This design comes from an exercise in tuning for small area, a short achievable clock period and few clock cycles on the open sky130 flow, not from production work. The RTL was checked by simulation tests, not by an equivalence proof against the original design.

cedar:
## trig_unit
module trig_unit (
	input logic clk,
	input logic reset,
	input logic s_awvalid,
	input logic [3:0] s_awaddr,
	input logic s_wvalid,
	input logic [31:0] s_wdata,
	input logic s_bready,
	input logic s_arvalid,
	input logic [3:0] s_araddr,
	input logic s_rready,
	output logic s_awready,
	output logic s_wready,
	output logic s_bvalid,
	output logic [1:0] s_bresp,
	output logic s_arready,
	output logic s_rvalid,
	output logic [31:0] s_rdata,
	output logic [1:0] s_rresp
);
==> flow/config.mk <==
export PLATFORM = sky130hd
export DESIGN_NAME = trig_unit
export DESIGN_NICKNAME = trig_unit
export VERILOG_FILES = /design/flow/design.v
export SDC_FILE = /design/flow/constraint.sdc
export NUM_CORES = 4
export LEC_CHECK = 0
export ABC_AREA = 1
export CAP_MARGIN = 20
export CORE_MARGIN = 2
export CORE_UTILIZATION = 60
export SETUP_SLACK_MARGIN = 5
export SLEW_MARGIN = 20
export SYNTH_HIERARCHICAL = 1
export SYNTH_MINIMUM_KEEP_SIZE = 0
==> flow/constraint.sdc <==
create_clock -name core_clock -period 10.0 [get_ports {clk}]
set_input_delay 2.0000 -clock core_clock [delete_from_list [all_inputs] [get_ports {clk}]]
set_output_delay 2.0000 -clock core_clock [all_outputs]
set_load 0.01 [all_outputs]
standard.sh (not shown) runs the stock make flow with config.mk's settings and CLKGATE_MAP_FILE= SYNTH_SCRIPT=/design/flow/synth_recipe.tcl, a recipe that flattens the netlist after the stock synthesis.
==> flow/flow/run.sh <==
#!/bin/bash
set -euo pipefail
bash standard.sh SETUP_SLACK_MARGIN=5.6 finish > standard_flow.log 2>&1
cedar closes out successfully: all stages finished, all timing, DRC and antenna checks passed.
Testbench counts of cedar, summed over its fixed seeds: cycles 11,258.
The following lists how amber was set up differently from cedar:
Settings: removing ABC_AREA (formerly 1).
==> flow/flow/run.sh <==
#!/bin/bash
set -euo pipefail
bash standard.sh SETUP_SLACK_MARGIN=5.8 finish > standard_flow.log 2>&1
Notes after the runs:
- amber against cedar: routed wire length went down, total standard cell area after synthesis shrank by about 7%, final cycle utilization of the critical path climbed 0.25 points.
- amber leaves less setup margin than cedar.
- The flow did not stop early for amber: all stages ran, and the layout cleared the timing, DRC and antenna checks.
- A capture point of the critical path of u_top.u_sine.xx2[16]$_DFF_P_ is what cedar shows, while u_top.u_sine.xx2[11]$_DFF_P_ belongs to amber.
- Max worst reg2reg path depth across amber and cedar: cedar
Edits applied to the flow inputs when going from amber to delta:
==> flow/flow/run.sh <==
#!/bin/bash
set -euo pipefail
bash standard.sh SETUP_SLACK_MARGIN=5.6 finish > standard_flow.log 2>&1
==> comparison <==
Between delta and amber, it is delta whose relative slew slack is higher, by 1.2 points. Net total in the final layout, delta vs amber: down slightly. Re instance count along the most critical hold path: no difference whatsoever between amber and delta. Worst setup slack after layout (delta over amber): decrease, 0.076 ns. Status: final hold slack parity (amber, delta). delta vs. amber: clock buffer and inverter area fraction after layout rose by 0.30 points, proportion of cell area occupied by multi-input gates has increased, total length of routed wires has decreased.
## Diff of input files: zinc against delta
==> flow/flow/run.sh <==
#!/bin/bash
set -euo pipefail
bash standard.sh SETUP_SLACK_MARGIN=5.3 finish > standard_flow.log 2>&1
Notes after the runs:
- Comparing clock skew for zinc and delta, the smaller number came from zinc.
- Going from delta to zinc, worst setup slack after layout lost 0.21 ns; post-synthesis average cell area did not really move.
- Diff delta -> zinc | post-layout utilization of the core | decrease of 2.1 points
- Looking at capture point of the worst path, the u_top.u_fifo.mem[2][13]$_DFFE_PP_ result is from zinc; the u_top.u_sine.t3[16]$_DFF_P_ one comes from delta.

---

Setup of before:
Another version of the RTL of trig_unit (not shown whole).
For scale: about 2600 cells after synthesis, roughly 0.027 sq mm of cells after synthesis.
==> flow/config.mk <==
export PLATFORM = sky130hd
export DESIGN_NAME = trig_unit
export DESIGN_NICKNAME = trig_unit
export VERILOG_FILES = /design/flow/design.v
export SDC_FILE = /design/flow/constraint.sdc
export NUM_CORES = 4
export LEC_CHECK = 0
export CAP_MARGIN = 20
export CORE_MARGIN = 2
export CORE_UTILIZATION = 60
export SETUP_SLACK_MARGIN = 5
export SLEW_MARGIN = 20
export SYNTH_HIERARCHICAL = 1
export SYNTH_MINIMUM_KEEP_SIZE = 0
==> flow/constraint.sdc <==
create_clock -name core_clock -period 10.0 [get_ports {clk}]
set_input_delay 2.0000 -clock core_clock [delete_from_list [all_inputs] [get_ports {clk}]]
set_output_delay 2.0000 -clock core_clock [all_outputs]
set_load 0.01 [all_outputs]
==> flow/flow/run.sh <==
#!/bin/bash
set -euo pipefail
bash standard.sh SETUP_SLACK_MARGIN=5.5 finish > standard_flow.log 2>&1
Testbench counts of before, summed over its fixed seeds: cycles 11,258.
### before -> after
==> flow/run.sh (new file) <==
#!/bin/bash
# synth_recipe.tcl (not shown) runs the flow's synth.tcl, then flattens the netlist and writes it again
# the make line also repeats each setting of config.mk as NAME=value (left out here)
make -C /OpenROAD-flow-scripts/flow DESIGN_CONFIG=/design/flow/config.mk WORK_HOME=/design/flow/orfs CLKGATE_MAP_FILE= SYNTH_SCRIPT=/design/flow/synth_recipe.tcl finish
removed: flow/flow/run.sh
removed: flow/standard.sh
Notes after the runs:
Comparing after against before, there is no change at all in setup TNS after final layout. Lower worst path buffer plus inverter count goes to before over after. after vs before on area of all placed cells without fillers: after is the lower one.

---

== wip/harbor ==
trig_unit, a different RTL version from the one above (not shown whole).
Size: roughly 0.028 mm2 of cells after synthesis.
Design trig_unit, start of the top module:
module trig_unit (
	input logic clk,
	input logic reset,
	input logic s_awvalid,
	input logic [3:0] s_awaddr,
	input logic s_wvalid,
	input logic [31:0] s_wdata,
	input logic s_bready,
	input logic s_arvalid,
	input logic [3:0] s_araddr,
	input logic s_rready,
	output logic s_awready,
	output logic s_wready,
	output logic s_bvalid,
	output logic [1:0] s_bresp,
	output logic s_arready,
	output logic s_rvalid,
	output logic [31:0] s_rdata,
	output logic [1:0] s_rresp
);
	trig_top u_top (
		.clk(clk),
		.reset(reset),
		.s_awvalid(s_awvalid),
		.s_awaddr(s_awaddr),
		.s_wvalid(s_wvalid),
		.s_wdata(s_wdata),
		.s_bready(s_bready),
		.s_arvalid(s_arvalid),
		.s_araddr(s_araddr),
		.s_rready(s_rready),
		.s_awready(s_awready),
		.s_wready(s_wready),
		.s_bvalid(s_bvalid),
		.s_bresp(s_bresp),
		.s_arready(s_arready),
		.s_rvalid(s_rvalid),
		.s_rdata(s_rdata),
		.s_rresp(s_rresp)
	);
endmodule
Settings: LEC_CHECK=0, CAP_MARGIN=20, CORE_MARGIN=2, CORE_UTILIZATION=65, PLACE_DENSITY=0.75, SETUP_SLACK_MARGIN=5, SLEW_MARGIN=20; clock period 10.0 ns.
run.sh (not shown) runs the stock make flow with config.mk's settings and CLKGATE_MAP_FILE= SYNTH_SCRIPT=/design/flow/synth_recipe.tcl, a recipe that flattens the netlist after the stock synthesis.
Stock flow here: none of the scripts above is used.
Testbench counts of wip/harbor, summed over its fixed seeds: cycles 11,258.
### wip/harbor -> wip/raven
Settings: PLACE_DENSITY removed (was 0.75); CORE_UTILIZATION changed from 65 to 60.
--- outcome ---
In wip/raven relative to wip/harbor, via count had gone down slightly. Shortest period the worst path allows: wip/raven better than wip/harbor. Of the two values seen for startpoint of the most critical setup path, u_top.u_sine.u1[11] was produced by wip/raven and u_top.u_sine.u1[10] by wip/harbor. wip/raven against wip/harbor: number of cells on the critical path went up by 1, number of storage elements in the synthesis netlist was more or less identical, met1 usage was more or less identical, number of antenna violations at the first check in global routing went down by 1.
diff inputs: wip/raven => wip/quartz
Settings: putting CTS_CLUSTER_SIZE at 40 where nothing was set; putting CTS_CLUSTER_DIAMETER at 60 where nothing was set.
## What came out
- wip/quartz reached the final stage; the timing, DRC and antenna checks on its layout passed.
- [compare] base=wip/raven new=wip/quartz: routed length on met2 went down, pin count of the biggest net entering global routing essentially unchanged, share of synthesized registers carrying an async set or reset comparable.
- Wire: wip/quartz routes less than wip/raven
- Taking wip/raven as the reference, in wip/quartz cell area decreased by 0.80% relative to the old numbers; highest cell delay on the worst timing path decreased by 30 ps relative to the old numbers.

## separate check: timing with driven ports
The flow's constraints put no driver on any port. The routed layouts listed below were extracted and timed again, unchanged, in two steps.
Step 1 sets driving cells, clkbuf_16 on the clock port and buf_2 on the other inputs (assumed; they add their load-dependent delay and slew).
Step 2 moves the port delays by t, midway between the first and last clock arrival at a register: inputs arrive t later, outputs are due t later. That takes back most of the time a late clock gives input paths.
Three values: ideal, step 1, step 2; two values: the first two.
| run | t (ns) | setup WS [ns] | latest minus earliest clock arrival (ns) |
|---|---|---|---|
| cedar | 0.629 | 5.824 / 5.824 / 5.416 | 0.019 / 0.019 |
| amber | 0.630 | 5.799 / 5.799 / 5.537 | 0.022 / 0.022 |
| delta | 0.635 | 5.723 / 5.723 / 5.478 | 0.016 / 0.017 |
| zinc | 0.621 | 5.509 / 5.509 / 5.464 | 0.013 / 0.013 |
| before | 0.623 | 5.623 / 5.623 / 5.562 | 0.025 / 0.025 |
| after | 0.635 | 5.170 / 5.170 / 5.170 | 0.011 / 0.011 |
| wip/harbor | 0.620 | 5.062 / 5.062 / 4.867 | 0.012 / 0.012 |
| wip/raven | 0.627 | 5.145 / 5.145 / 4.876 | 0.016 / 0.016 |
| wip/quartz | 0.613 | 5.086 / 5.086 / 4.893 | 0.042 / 0.041 |
After both steps setup and hold are still met in every run listed. For cedar, which loses most, drivers alone change the setup slack by 0.000 ns; drivers and shift together by -0.408 ns.
